From an optimization exercise on the open Yosys and OpenROAD flow, aimed at small area and a short achievable clock period; shortcuts taken in it are not production practice. Function was checked by simulation only, so behaviour that the tests miss may differ from the original. Power and IR drop assume default switching activity.

## the baseline
Design data_memory_ctrl, start of the top module:
module data_memory_ctrl #(
  parameter int unsigned DATA_W = mem_pkg::DATA_W_DEF,
  parameter int unsigned ADDR_W = mem_pkg::ADDR_W_DEF
) (
  input  logic              clk,
  input  logic              reset,
  input  logic              req_valid,
  output logic              req_ready,
  input  logic              req_write,
  input  logic [ADDR_W-1:0] req_addr,
  input  logic [DATA_W-1:0] req_wdata,
  output logic              rsp_valid,
  input  logic              rsp_ready,
  output logic [DATA_W-1:0] rsp_rdata,
  output logic              busy
);
Settings: LEC_CHECK=0, CAP_MARGIN=20, CORE_MARGIN=2, CORE_UTILIZATION=40, SETUP_SLACK_MARGIN=2.3, SLEW_MARGIN=20, SYNTH_HIERARCHICAL=1; clock period 5.0 ns.
standard.sh (not shown) runs the stock make flow with config.mk's settings and CLKGATE_MAP_FILE= SYNTH_SCRIPT=/design/flow/synth_recipe.tcl, a recipe that flattens the netlist after the stock synthesis.
==> flow/flow/run.sh <==
#!/bin/bash
# Own layout flow: the standard synthesis and layout, with these layout changes:
#  - sizing may swap a cell for any cell of the same function (not only the same
#    footprint), so port buffers and gates can be resized freely;
#  - clock tree synthesis inserts no dummy loads and clusters up to 30 sinks per
#    leaf buffer.
# Each step's full output goes to a log file in this folder (ORFS's own per-step
# logs are under orfs/logs/).
set -uo pipefail
bash standard.sh synth > synth.log 2>&1 || exit 1
bash standard.sh finish \
  MATCH_CELL_FOOTPRINT=0 \
  "CTS_ARGS=-sink_clustering_enable -repair_clock_nets -dont_use_dummy_load -sink_clustering_size 30 -sink_clustering_max_diameter 80" \
  > layout.log 2>&1 || exit 1
Per the final summary, the baseline finished and its layout is clean on timing, DRC and antenna.
Here is what was changed in the inputs of the candidate compared with the baseline.
==> flow/flow/run.sh <==
#!/bin/bash
# Own layout flow: the standard synthesis and layout, with these layout changes:
#  - sizing may swap a cell for any cell of the same function (not only the same
#    footprint), and the port buffers are buf_4 cells;
#  - before global placement, presize.tcl sizes up the memory's word-line gates
#    and the upper levels of its read tree, which drive long wires;
#  - clock tree synthesis inserts no dummy loads and clusters up to 30 sinks per
#    leaf buffer.
# Each step's full output goes to a log file in this folder (ORFS's own per-step
# logs are under orfs/logs/).
set -uo pipefail
W=$(pwd)
bash standard.sh synth > synth.log 2>&1 || exit 1
bash standard.sh finish \
  MATCH_CELL_FOOTPRINT=0 \
  "BUFFER_PORTS_ARGS=-buffer_cell sky130_fd_sc_hd__buf_4" \
  "PRE_GLOBAL_PLACE_TCL=$W/flow/presize.tcl" \
  WORDLINE_CELL=sky130_fd_sc_hd__nor2_2 \
  "CTS_ARGS=-sink_clustering_enable -repair_clock_nets -dont_use_dummy_load -sink_clustering_size 30 -sink_clustering_max_diameter 80" \
  > layout.log 2>&1 || exit 1
==> flow/flow/presize.tcl (new file) <==
# Before global placement, size the memory's word-line gates and the upper levels of
# its read tree, which drive long wires: the 2-input NORs that drive the write
# enables and read selects (8 loads each), and the tree gates above the first two
# levels.
proc drivers_of {inst} {
  set res {}
  foreach it [$inst getITerms] {
    if {![$it isInputSignal]} continue
    set net [$it getNet]
    if {$net == "NULL"} continue
    foreach d [$net getITerms] { if {[$d isOutputSignal]} { lappend res [[[$d getInst] getMaster] getName] } }
  }
  return $res
}
proc loads_of {inst} {
  set res {}
  foreach it [$inst getITerms] {
    if {![$it isOutputSignal]} continue
    set net [$it getNet]
    if {$net == "NULL"} continue
    foreach d [$net getITerms] { if {[$d isInputSignal]} { lappend res [[[$d getInst] getMaster] getName] } }
  }
  return $res
}
set changes {}
foreach inst [[ord::get_db_block] getInsts] {
  set mn [[$inst getMaster] getName]
  switch $mn {
    sky130_fd_sc_hd__nor2_1 {
      set l [loads_of $inst]
      if {[lsearch $l sky130_fd_sc_hd__edfxtp_1] >= 0 || [lsearch $l sky130_fd_sc_hd__a222oi_1] >= 0} {
        lappend changes [list [$inst getName] $::env(WORDLINE_CELL)]
      } elseif {[lsearch -not [drivers_of $inst] sky130_fd_sc_hd__nand4_1] < 0} {
        lappend changes [list [$inst getName] sky130_fd_sc_hd__nor2_4]
      }
    }
    sky130_fd_sc_hd__nand4_1 {
      set d [drivers_of $inst]
      if {[lsearch $d sky130_fd_sc_hd__nor2_1] >= 0 && [lsearch $d sky130_fd_sc_hd__a222oi_1] < 0} {
        lappend changes [list [$inst getName] sky130_fd_sc_hd__nand4_4]
      }
    }
    sky130_fd_sc_hd__nor3_1 {
      set d [drivers_of $inst]
      if {[lsearch $d sky130_fd_sc_hd__nand4_1] >= 0} {
        lappend changes [list [$inst getName] sky130_fd_sc_hd__nor3_4]
      }
    }
  }
}
array set cnt {}
foreach c $changes {
  replace_cell [lindex $c 0] [lindex $c 1]
  set k [lindex $c 1]; if {![info exists cnt($k)]} {set cnt($k) 0}; incr cnt($k)
}
foreach k [array names cnt] { puts "presize: $cnt($k) cells to $k" }
==> comparison <==
Looking at average wire per cell in the routed design across the candidate and the baseline, the one that comes out lower is the baseline.
In the metrics for the candidate and the baseline, the one carrying the lower met1 capacity usage during global routing is the candidate.
As far as sequential cell count goes, the baseline and the candidate are indistinguishable; the numbers are identical.
Compared with the baseline, the candidate shows a lower number of non-clock buffers in the layout.
Run comparison: the candidate endpoint of the most critical setup path rsp_rdata[5]; the baseline endpoint of the most critical setup path rsp_rdata[4]
On clock group total power: between the candidate and the baseline, it ends up lower for the candidate.
In the candidate the worst slack on hold paths turned out 5.1 ps lower than in the baseline.
Going from the baseline to the candidate, total power draw shrinks by 0.00028 W.

Setup of north:
Another version of the RTL of data_memory_ctrl (not shown whole).
Size: about 74000 sq um of cells after synthesis.
==> flow/design.v (excerpt) <==
module data_memory_ctrl #(
  parameter int unsigned DATA_W = mem_pkg::DATA_W_DEF,
  parameter int unsigned ADDR_W = mem_pkg::ADDR_W_DEF
) (
  input  logic              clk,
  input  logic              reset,
  input  logic              req_valid,
  output logic              req_ready,
  input  logic              req_write,
  input  logic [ADDR_W-1:0] req_addr,
  input  logic [DATA_W-1:0] req_wdata,
  output logic              rsp_valid,
  input  logic              rsp_ready,
  output logic [DATA_W-1:0] rsp_rdata,
  output logic              busy
);
  localparam int unsigned LO_W = ADDR_W / 2;
  localparam int unsigned HI_W = ADDR_W - LO_W;
  localparam int unsigned NLO  = 2 ** LO_W;
  localparam int unsigned NHI  = 2 ** HI_W;
  localparam int unsigned NPART = 3;
  logic [ADDR_W-1:0] clear_cnt;
  logic              clear_done;
  logic              busy_q;
  logic              clr_we;
  logic              clr_wd;
  logic              wr_ok;
  logic              ready_idle;
  logic              clearing;
  logic              ready_int;
  logic              rd_fire;
  logic              wr_fire;
  logic              clear_done_nxt;
  logic              rsp_valid_nxt;
  assign clearing  = !clear_done;
  assign ready_int = clear_done && (!rsp_valid || rsp_ready);
  assign rd_fire   = req_valid && ready_int && !req_write;
  assign wr_fire   = req_valid && ready_int && req_write;
  ...
==> flow/config.mk <==
export PLATFORM = sky130hd
export DESIGN_NAME = data_memory_ctrl
export DESIGN_NICKNAME = data_memory_ctrl
export VERILOG_FILES = /design/flow/design.v
export SDC_FILE = /design/flow/constraint.sdc
export NUM_CORES = 4
export LEC_CHECK = 0
export CAP_MARGIN = 20
export CORE_MARGIN = 2
export CORE_UTILIZATION = 40
export SETUP_SLACK_MARGIN = 2.3
export SLEW_MARGIN = 20
export SYNTH_HIERARCHICAL = 1
==> flow/constraint.sdc <==
create_clock -name core_clock -period 5.0 [get_ports {clk}]
set_input_delay 1.0000 -clock core_clock [delete_from_list [all_inputs] [get_ports {clk}]]
set_output_delay 1.0000 -clock core_clock [all_outputs]
set_load 0.01 [all_outputs]
==> flow/flow/run.sh <==
#!/bin/bash
# Own layout flow: the standard synthesis and layout, with these layout changes:
#  - sizing may swap a cell for any cell of the same function (not only the same
#    footprint), and the port buffers are buf_4 cells;
#  - before global placement, presize.tcl sizes up the memory read-select gates
#    and the upper levels of its read tree, which drive long wires;
#  - clock tree synthesis inserts no dummy loads and clusters up to 25 sinks per
#    leaf buffer.
# Each step's full output goes to a log file in this folder (ORFS's own per-step
# logs are under orfs/logs/).
set -uo pipefail
W=$(pwd)
bash standard.sh synth > synth.log 2>&1 || exit 1
bash standard.sh finish \
  MATCH_CELL_FOOTPRINT=0 \
  "BUFFER_PORTS_ARGS=-buffer_cell sky130_fd_sc_hd__buf_4" \
  "PRE_GLOBAL_PLACE_TCL=$W/flow/presize.tcl" \
  WORDLINE_CELL=sky130_fd_sc_hd__nor2_2 WRITE_WORDLINE_CELL= TREE_L2=1 \
  "CTS_ARGS=-sink_clustering_enable -repair_clock_nets -dont_use_dummy_load -sink_clustering_size 25 -sink_clustering_max_diameter 60" \
  > layout.log 2>&1 || exit 1
==> flow/flow/presize.tcl <==
# Before global placement, size the memory's word-line gates and its read tree,
# whose upper levels drive long wires. Word lines: the 2-input NORs that drive the
# read selects (8 loads each) get WORDLINE_CELL, and so do the write enables
# unless WRITE_WORDLINE_CELL is empty. Read tree:
# level 1 is the gate fed by the memory flip-flops; level 2 gets size TREE_L2 of
# its function (1 keeps it) and the levels above it the _4 size.
set blk [ord::get_db_block]
proc out_loads {inst} {
  set res {}
  foreach it [$inst getITerms] {
    if {![$it isOutputSignal]} continue
    set net [$it getNet]
    if {$net == "NULL"} continue
    foreach d [$net getITerms] { if {[$d isInputSignal]} { lappend res [$d getInst] } }
  }
  return $res
}
set changes {}
# read tree levels, from the memory flip-flops
set level1 {}
foreach inst [$blk getInsts] {
  if {[[$inst getMaster] getName] != "sky130_fd_sc_hd__edfxtp_1"} continue
  if {![string match "u_mem.*" [$inst getName]]} continue
  foreach l [out_loads $inst] { if {[[$l getMaster] getName] != "sky130_fd_sc_hd__edfxtp_1"} { set lv([$l getName]) 1 } }
}
set frontier [array names lv]
set level 1
while {[llength $frontier] > 0 && $level < 12} {
  incr level
  set next {}
  foreach n $frontier {
    set inst [$blk findInst $n]
    foreach l [out_loads $inst] {
      set ln [$l getName]
      set mn [[$l getMaster] getName]
      if {[string match "*dfxtp*" $mn] || [string match "*edfxtp*" $mn]} continue
      if {![regexp {^sky130_fd_sc_hd__(nand[234]|nor[234])_1$} $mn]} continue
      if {![info exists lv($ln)]} { set lv($ln) $level; lappend next $ln }
    }
  }
  set frontier $next
}
# word lines: read selects (drive level 1), and write enables (drive memory
# flip-flops) unless WRITE_WORDLINE_CELL is empty
foreach inst [$blk getInsts] {
  if {[[$inst getMaster] getName] != "sky130_fd_sc_hd__nor2_1"} continue
  if {[info exists lv([$inst getName])]} continue
  foreach l [out_loads $inst] {
    set ln [$l getName]
    if {([[$l getMaster] getName] == "sky130_fd_sc_hd__edfxtp_1" && [string match "u_mem.*" $ln] && [info exists ::env(WRITE_WORDLINE_CELL)] && $::env(WRITE_WORDLINE_CELL) != "") || ([info exists lv($ln)] && $lv($ln) == 1)} {
      lappend changes [list [$inst getName] $::env(WORDLINE_CELL)]; break
    }
  }
}
foreach n [array names lv] {
  set inst [$blk findInst $n]
  set mn [[$inst getMaster] getName]
  if {![regexp {^sky130_fd_sc_hd__((nand|nor)[234])_1$} $mn -> fn]} continue
  if {$lv($n) == 2} { lappend changes [list $n sky130_fd_sc_hd__${fn}_$::env(TREE_L2)] }
  if {$lv($n) >= 3} { lappend changes [list $n sky130_fd_sc_hd__${fn}_4] }
}
array set cnt {}
foreach c $changes {
  set k [lindex $c 1]
  if {[string match "*_1" $k]} continue
  replace_cell [lindex $c 0] $k
  if {![info exists cnt($k)]} {set cnt($k) 0}; incr cnt($k)
}
foreach k [lsort [array names cnt]] { puts "presize: $cnt($k) cells to $k" }
--- input diff north..middle ---
--- a/flow/flow/run.sh
+++ b/flow/flow/run.sh
@@ -3,5 +3,5 @@
 #  - sizing may swap a cell for any cell of the same function (not only the same
 #    footprint), and the port buffers are buf_4 cells;
-#  - before global placement, presize.tcl sizes up the memory read-select gates
+#  - before global placement, presize.tcl sizes up the memory's word-line gates
 #    and the upper levels of its read tree, which drive long wires;
 #  - clock tree synthesis inserts no dummy loads and clusters up to 25 sinks per
@@ -16,5 +16,5 @@
   "BUFFER_PORTS_ARGS=-buffer_cell sky130_fd_sc_hd__buf_4" \
   "PRE_GLOBAL_PLACE_TCL=$W/flow/presize.tcl" \
-  WORDLINE_CELL=sky130_fd_sc_hd__nor2_2 WRITE_WORDLINE_CELL= TREE_L2=1 \
+  WORDLINE_CELL=sky130_fd_sc_hd__nor2_2 TREE_L2=1 \
   "CTS_ARGS=-sink_clustering_enable -repair_clock_nets -dont_use_dummy_load -sink_clustering_size 25 -sink_clustering_max_diameter 60" \
   > layout.log 2>&1 || exit 1
--- a/flow/flow/presize.tcl
+++ b/flow/flow/presize.tcl
@@ -1,6 +1,5 @@
 # Before global placement, size the memory's word-line gates and its read tree,
 # whose upper levels drive long wires. Word lines: the 2-input NORs that drive the
-# read selects (8 loads each) get WORDLINE_CELL, and so do the write enables
-# unless WRITE_WORDLINE_CELL is empty. Read tree:
+# write enables and the read selects (8 loads each) get WORDLINE_CELL. Read tree:
 # level 1 is the gate fed by the memory flip-flops; level 2 gets size TREE_L2 of
 # its function (1 keeps it) and the levels above it the _4 size.
@@ -41,6 +40,5 @@
   set frontier $next
 }
-# word lines: read selects (drive level 1), and write enables (drive memory
-# flip-flops) unless WRITE_WORDLINE_CELL is empty
+# word lines: write enables (drive memory flip-flops) and read selects (drive level 1)
 foreach inst [$blk getInsts] {
   if {[[$inst getMaster] getName] != "sky130_fd_sc_hd__nor2_1"} continue
@@ -48,5 +46,5 @@
   foreach l [out_loads $inst] {
     set ln [$l getName]
-    if {([[$l getMaster] getName] == "sky130_fd_sc_hd__edfxtp_1" && [string match "u_mem.*" $ln] && [info exists ::env(WRITE_WORDLINE_CELL)] && $::env(WRITE_WORDLINE_CELL) != "") || ([info exists lv($ln)] && $lv($ln) == 1)} {
+    if {([[$l getMaster] getName] == "sky130_fd_sc_hd__edfxtp_1" && [string match "u_mem.*" $ln]) || ([info exists lv($ln)] && $lv($ln) == 1)} {
       lappend changes [list [$inst getName] $::env(WORDLINE_CELL)]; break
     }
==> results.txt <==
middle reached the end of the flow, and the finished layout is clean on the timing, DRC and antenna checks.
Comparing north against middle, there is no change at all in number of combinational gates with multiple inputs.
middle and north ended up with roughly the same worst hold slack.
north -> middle: total power density per cell area decreased slightly
Going from north to middle, post-route clock skew held, die extent in y closely matched the old numbers.
Final antenna diode count (lower): middle
Diff middle and north: least setup slack across all paths after layout lower in middle
Diff middle..north | sum of overflow across all layers after global routing | unchanged
In the reports for middle and north, the smaller non-clock buffer count belongs to north.

re-timing with driven ports:
The flow's constraints put no driver on any port. The routed layouts listed below were extracted and timed again, unchanged, in two steps.
Step 1 sets driving cells, clkbuf_16 on the clock port and buf_2 on the other inputs (assumed; they add their load-dependent delay and slew).
Step 2 moves the port delays by t, midway between the first and last clock arrival at a register: inputs arrive t later, outputs are due t later. That takes back most of the time a late clock gives input paths.
Three values: no drivers, after step 1, after step 2; two values: the first two.
| run | shift t [ns] | slack for setup (ns) | cell pins on the clock port's net |
|---|---|---|---|
| the baseline | 0.844 | 1.787 / 1.753 / 0.909 | 1 |
| the candidate | 0.801 | 1.892 / 1.901 / 1.099 | 1 |
| north | 0.833 | 2.201 / 2.194 / 1.361 | 1 |
| middle | 0.845 | 2.134 / 2.140 / 1.296 | 1 |
After both steps setup and hold are still met in every run listed. The setup slack of the baseline, which loses most, moves by -0.034 ns with the drivers and by -0.878 ns with both steps.
